This is an optimization exercise on Yosys and OpenROAD, whose aim is small area, a short achievable clock period and few clock cycles, not a production implementation.
Power and IR drop assume default switching activity.

## red
==> flow/design.v (excerpt) <==
module fifo_queue_with_match_remove #(
    parameter int QUEUE_DEPTH = fqmr_pkg::DEF_QUEUE_DEPTH,
    parameter int VALUE_BITS  = fqmr_pkg::DEF_VALUE_BITS
) (
    input  wire         i_clk,
    input  wire         i_rst_n,
    input  wire         i_s_tvalid,
    output logic        o_s_tready,
    input  wire  [31:0] i_s_tdata,    
    input  wire  [1:0]  i_s_tuser,    
    output logic        o_m_tvalid,
    input  wire         i_m_tready,
    output logic [63:0] o_m_tdata,    
    output logic [4:0]  o_m_tuser,    
    output logic        o_m_tlast     
);
Size in the first run: roughly 3100 cells after synthesis, roughly 710 flip-flops.
export LEC_CHECK = 0
export CAP_MARGIN = 20
export CORE_MARGIN = 2
export CORE_UTILIZATION = 40
export PLACE_DENSITY = 0.6
export SETUP_SLACK_MARGIN = 2.6
export SLEW_MARGIN = 20
create_clock -name core_clock -period 5.0 [get_ports {i_clk}]
run.sh (not shown) runs the stock make flow with config.mk's settings and CLKGATE_MAP_FILE= SYNTH_SCRIPT=/design/flow/synth_recipe.tcl, a recipe that flattens the netlist after the stock synthesis.
Every stage of the flow completed for red, and the final layout passed the timing, DRC and antenna checks.
The inputs of blue differ from those of red as listed below.
- SETUP_SLACK_MARGIN changed from 2.6 to 2.8
==> flow/flow/run.sh (new file) <==
#!/bin/bash
# Standard layout (the standard flow's own synthesis and ORFS steps), with two changes to how
# the layout is made: the port buffers are buf_4 cells instead of the delay
# buffers buffer_ports picks by default, and the resizer may swap a cell for one
# with a different footprint. Each tool's full output goes to a log file here.
set -euo pipefail
bash standard.sh MATCH_CELL_FOOTPRINT=0 \
    "BUFFER_PORTS_ARGS=-buffer_cell sky130_fd_sc_hd__buf_4" \
    finish > standard_flow.log 2>&1
==> flow/standard.sh (new file) <==
#!/bin/bash
# synth_recipe.tcl (not shown) runs the flow's synth.tcl, then flattens the netlist and writes it again
# the make line also repeats each setting of config.mk as NAME=value (left out here)
make -C /OpenROAD-flow-scripts/flow DESIGN_CONFIG=/design/flow/config.mk WORK_HOME=/design/flow/orfs CLKGATE_MAP_FILE= SYNTH_SCRIPT=/design/flow/synth_recipe.tcl "${@:-finish}"
removed: flow/run.sh
Notes after the runs:
Going from red to blue, pin count of the biggest net entering global routing moved up; cell depth of the worst hold path +1; worst reg2reg path depth has decreased; combinational logic power -about 3%.
Summary of blue over red: design internal power higher; via count down about 3.2%.
On net switching power: between blue and red, it ends up lower for blue.
Compared red against blue; number of cells in the design after placement within noise.
r_g[0]$_DFFE_PP_ as the startpoint of the most critical setup path was reported by blue, and r_g[1]$_DFFE_PP_ by red.
Diff red -> blue: number of cell rows did not really move; post-route minimum period now larger.
Between blue and red, number of cells in the finished layout apart from fillers is higher for red, blue comes in under that.
No functional check of the RTL was part of any run of this note.

---

The RTL this note starts from:
==> flow/design.v <==
`default_nettype none
package fqmr_pkg;
    localparam int DEF_QUEUE_DEPTH = 16;
    localparam int DEF_VALUE_BITS  = 32;
    localparam logic [1:0] FUNC_PUSH   = 2'd0;
    localparam logic [1:0] FUNC_POP    = 2'd1;
    localparam logic [1:0] FUNC_REMOVE = 2'd2;
    localparam logic [1:0] FUNC_LIST   = 2'd3;
    localparam logic [1:0] STAT_OK    = 2'd0;
    localparam logic [1:0] STAT_FULL  = 2'd1;
    localparam logic [1:0] STAT_EMPTY = 2'd2;
endpackage
`default_nettype wire
`default_nettype none
module fqmr_store #(
    parameter int QUEUE_DEPTH = fqmr_pkg::DEF_QUEUE_DEPTH,
    parameter int VALUE_BITS  = fqmr_pkg::DEF_VALUE_BITS
) (
    input  wire                               i_clk,
    input  wire  [QUEUE_DEPTH-1:0]            i_sh,
    input  wire  [QUEUE_DEPTH-1:0]            i_ld,
    input  wire  [QUEUE_DEPTH-1:0]            i_hold,
    input  wire  [VALUE_BITS-1:0]             i_wdata,
    output logic [QUEUE_DEPTH*VALUE_BITS-1:0] o_q
);
    logic [VALUE_BITS-1:0] r_q [QUEUE_DEPTH];
    always_ff @(posedge i_clk) begin
        for (int i = 0; i < QUEUE_DEPTH - 1; i++) begin
            r_q[i] <= ({VALUE_BITS{i_ld[i]}} & i_wdata) |
                      ({VALUE_BITS{i_sh[i]}} & r_q[i + 1]) |
                      ({VALUE_BITS{i_hold[i]}} & r_q[i]);
        end
        r_q[QUEUE_DEPTH-1] <= ({VALUE_BITS{i_ld[QUEUE_DEPTH-1]}} & i_wdata) |
                              ({VALUE_BITS{i_hold[QUEUE_DEPTH-1]}} & r_q[QUEUE_DEPTH-1]);
    end
    always_comb begin
        for (int i = 0; i < QUEUE_DEPTH; i++) begin
            o_q[i*VALUE_BITS +: VALUE_BITS] = r_q[i];
        end
    end
endmodule
`default_nettype wire
`default_nettype none
module fqmr_seq #(
    parameter int QUEUE_DEPTH = fqmr_pkg::DEF_QUEUE_DEPTH,
    parameter int VALUE_BITS  = fqmr_pkg::DEF_VALUE_BITS
) (
    input  wire  [VALUE_BITS-1:0]             i_key,
    input  wire  [QUEUE_DEPTH*VALUE_BITS-1:0] i_q,
    input  wire  [VALUE_BITS-1:0]             i_wdata,
    output logic [QUEUE_DEPTH-1:0]            o_eq,
    output logic                              o_eq_wdata
);
    always_comb begin
        for (int i = 0; i < QUEUE_DEPTH; i++) begin
            o_eq[i] = (i_q[i*VALUE_BITS +: VALUE_BITS] == i_key);
        end
        o_eq_wdata = (i_wdata == i_key);
    end
endmodule
`default_nettype wire
`default_nettype none
module fifo_queue_with_match_remove #(
    parameter int QUEUE_DEPTH = fqmr_pkg::DEF_QUEUE_DEPTH,
    parameter int VALUE_BITS  = fqmr_pkg::DEF_VALUE_BITS
) (
    input  wire         i_clk,
    input  wire         i_rst_n,
    input  wire         i_s_tvalid,
    output logic        o_s_tready,
    input  wire  [31:0] i_s_tdata,    
    input  wire  [1:0]  i_s_tuser,    
    output logic        o_m_tvalid,
    input  wire         i_m_tready,
    output logic [63:0] o_m_tdata,    
    output logic [4:0]  o_m_tuser,    
    output logic        o_m_tlast     
);
    localparam int N = QUEUE_DEPTH;
    localparam int W = VALUE_BITS;
    logic         r_v;
    logic         r_push, r_pop, r_rem, r_list;
    logic [W-1:0] r_d;      
    logic [N-1:0] r_e;      
    logic         r_lk;     
    logic         r_last;   
    logic         r_rdy0, r_rdy1;
    logic         v_nxt, ov_nxt, last_nxt;
    logic         r_o_v;
    logic [W-1:0] r_o_entry;
    logic [4:0]   r_o_user;
    logic         r_o_last;
    logic [N-1:0] r_len;
    logic [N*W-1:0] q;
    logic [W-1:0]   q0, q1;
    logic [N-1:0]   sh, ld, hold, sh_q;
    logic [W-1:0]   wdata;
    logic [N-1:0]   eq;
    logic           eq_wd;
    logic           ofree, exec, last, done, load, rot;
    logic [N-1:0]   h, pre, len_nxt;
    logic           hit, h0;
    logic [N-1:0]   e_nxt;
    assign q0 = q[0 +: W];
    assign q1 = q[W +: W];
    assign ofree = !r_o_v || i_m_tready;
    assign exec  = r_v && ofree && i_rst_n;
    assign last  = r_last;
    assign done  = exec && last;
    assign rot   = r_list && r_lk;
    assign o_s_tready = r_rdy0 || (r_rdy1 && i_m_tready);
    assign load       = i_s_tvalid && o_s_tready;
    assign h = r_e & r_len;
    always_comb begin
        pre[0] = h[0];
        for (int i = 1; i < N; i++) begin
            pre[i] = pre[i-1] | h[i];
        end
    end
    assign hit = pre[N-1];
    assign h0  = h[0];
    always_comb begin
        for (int i = 0; i < N; i++) begin
            sh[i] = exec && (r_pop || (r_rem && pre[i]) ||
                             (rot && i >= 1 && i < N - 1 && r_len[(i + 1) % N]));
            ld[i] = exec && ((r_push && !r_len[i] && (i == 0 || r_len[(i + N - 1) % N])) ||
                             (rot && i >= 1 && r_len[i] && (i == N - 1 || !r_len[(i + 1) % N])));
        end
    end
    assign wdata = rot ? q1 : r_d;
    always_comb begin
        sh_q = sh;
        sh_q[0] = sh[0] && r_len[1];
        hold = ~(ld | sh);
        hold[0] = !(ld[0] || sh[0]) && i_rst_n;
    end
    fqmr_store #(
        .QUEUE_DEPTH (N),
        .VALUE_BITS  (W)
    ) u_store (
        .i_clk   (i_clk),
        .i_sh    (sh_q),
        .i_ld    (ld),
        .i_hold  (hold),
        .i_wdata (wdata),
        .o_q     (q)
    );
    fqmr_seq #(
        .QUEUE_DEPTH (N),
        .VALUE_BITS  (W)
    ) u_cmp (
        .i_key      (i_s_tdata),
        .i_q        (q),
        .i_wdata    (r_d),
        .o_eq       (eq),
        .o_eq_wdata (eq_wd)
    );
    always_comb begin
        for (int i = 0; i < N; i++) begin
            if (ld[i]) begin
                e_nxt[i] = rot ? eq[1] : eq_wd;
            end else if (sh[i]) begin
                e_nxt[i] = (i < N - 1) ? eq[(i + 1) % N] : 1'b0;
            end else begin
                e_nxt[i] = eq[i];
            end
        end
    end
    always_comb begin
        len_nxt = r_len;
        if (exec) begin
            if (r_push) begin
                len_nxt = {r_len[N-2:0], 1'b1};
            end else if (r_pop || (r_rem && hit)) begin
                len_nxt = {1'b0, r_len[N-1:1]};
            end
        end
    end
    logic         e0, e1;
    logic [W-1:0] res_entry;
    logic [4:0]   res_user;
    assign e0 = r_len[0] && (r_pop || (r_list && !r_lk));
    assign e1 = rot;
    assign res_entry   = ({W{e0}} & q0) | ({W{e1}} & q1);
    assign res_user[0] = r_push && r_len[N-1];
    assign res_user[1] = r_pop && !r_len[0];
    assign res_user[2] = r_rem && hit;
    assign res_user[3] = (r_pop || r_list) && r_len[0];
    assign res_user[4] = !r_push && ((r_pop || (r_rem && h0)) ? !r_len[1] : !r_len[0]);
    always_comb begin
        v_nxt    = load || (r_v && !done);
        ov_nxt   = ofree ? r_v : r_o_v;
        last_nxt = r_last;
        if (load) begin
            last_nxt = (i_s_tuser != fqmr_pkg::FUNC_LIST) || !len_nxt[0] || !len_nxt[1];
        end else if (exec && r_list) begin
            last_nxt = !(r_lk ? r_d[1] : r_len[2]);
        end
        if (!i_rst_n) begin
            v_nxt  = 1'b0;
            ov_nxt = 1'b0;
        end
    end
    always_ff @(posedge i_clk) begin
        r_v    <= v_nxt;
        r_o_v  <= ov_nxt;
        r_last <= last_nxt;
        r_rdy0 <= !v_nxt || (last_nxt && !ov_nxt);
        r_rdy1 <= last_nxt;
        if (!i_rst_n) begin
            r_len <= '0;
            r_lk  <= 1'b0;
        end else begin
            if (load) begin
                r_lk <= 1'b0;
            end else if (exec && r_list) begin
                r_lk <= 1'b1;
            end
            r_len <= len_nxt;
        end
        if (load) begin
            r_push <= (i_s_tuser == fqmr_pkg::FUNC_PUSH);
            r_pop  <= (i_s_tuser == fqmr_pkg::FUNC_POP);
            r_rem  <= (i_s_tuser == fqmr_pkg::FUNC_REMOVE);
            r_list <= (i_s_tuser == fqmr_pkg::FUNC_LIST);
            r_e    <= e_nxt;
        end
        if (ofree) begin
            r_o_entry <= res_entry;
            r_o_user  <= res_user;
            r_o_last  <= last;
        end
        if (load) begin
            r_d <= i_s_tdata;
        end else if (exec && r_list) begin
            r_d[N-3:0] <= r_lk ? {1'b0, r_d[N-3:1]} : r_len[N-1:2];
        end
    end
    assign o_m_tvalid = r_o_v;
    assign o_m_tdata  = {q0, r_o_entry};
    assign o_m_tuser  = r_o_user;
    assign o_m_tlast  = r_o_last;
endmodule
`default_nettype wire
==> flow/config.mk <==
export PLATFORM = sky130hd
export DESIGN_NAME = fifo_queue_with_match_remove
export DESIGN_NICKNAME = fifo_queue_with_match_remove
export VERILOG_FILES = /design/flow/design.v
export SDC_FILE = /design/flow/constraint.sdc
export NUM_CORES = 4
export LEC_CHECK = 0
export CAP_MARGIN = 20
export CORE_MARGIN = 2
export CORE_UTILIZATION = 40
export CTS_CLUSTER_DIAMETER = 100
export CTS_CLUSTER_SIZE = 20
export PLACE_DENSITY = 0.6
export SETUP_SLACK_MARGIN = 2.5
export SLEW_MARGIN = 20
==> flow/constraint.sdc <==
create_clock -name core_clock -period 5.0 [get_ports {i_clk}]
set_input_delay 1.0000 -clock core_clock [delete_from_list [all_inputs] [get_ports {i_clk}]]
set_output_delay 1.0000 -clock core_clock [all_outputs]
set_load 0.01 [all_outputs]
standard.sh (not shown) runs the stock make flow with config.mk's settings and CLKGATE_MAP_FILE= SYNTH_SCRIPT=/design/flow/synth_recipe.tcl, a recipe that flattens the netlist after the stock synthesis.
==> flow/flow/run.sh <==
#!/bin/bash
# Standard layout (the standard flow's own synthesis and ORFS steps), with two changes to how
# the layout is made: the port buffers are buf_4 cells instead of the delay
# buffers buffer_ports picks by default, and the resizer may swap a cell for one
# with a different footprint. Each tool's full output goes to a log file here.
set -euo pipefail
bash standard.sh MATCH_CELL_FOOTPRINT=0 \
    "BUFFER_PORTS_ARGS=-buffer_cell sky130_fd_sc_hd__buf_4" \
    finish > standard_flow.log 2>&1
Next try:
CTS_CLUSTER_DIAMETER = 80   (was 100)
CTS_CLUSTER_SIZE = 25   (was 20)
=> Wire length falls by 0.74%. Synthesized cell count stays the same. Die area is unchanged. Power rises by 2.3%.
No functional check of the RTL was part of any run of this note.

static timing again, ports no longer ideal:
The flow's constraints put no driver on any port. The routed layouts listed below were extracted and timed again, unchanged, in two steps.
Step 1, drivers: a clkbuf_16 drives i_clk and a buf_2 each remaining input, both assumed.
Step 2 adds t to the input delays and takes it off the output delays; t is the mean of the earliest and latest rising clock arrival at the registers after step 1. Input paths then give back, and output paths get back, about the clock's delay inside the block.
Three values: ideal ports, drivers, drivers and shift; two values: the first two.
| run | shift t [ns] | setup slack, ns | latest minus earliest clock arrival (ns) | worst register clock-pin slew, ns |
|---|---|---|---|---|
| red | 0.702 | 2.159 / 2.159 / 1.643 | 0.020 / 0.020 | 0.07 / 0.07 |
| blue | 0.704 | 2.071 / 2.071 / 1.566 | 0.019 / 0.019 | 0.07 / 0.07 |
| the first run of note 2 | 0.659 | 2.333 / 2.333 / 1.817 | 0.031 / 0.032 | 0.09 / 0.09 |
| the second run of note 2 | 0.663 | 2.361 / 2.361 / 1.789 | 0.028 / 0.028 | 0.11 / 0.11 |
After both steps setup and hold are still met in every run listed. For the second run of note 2, which loses most, drivers alone change the setup slack by 0.000 ns; drivers and shift together by -0.572 ns.
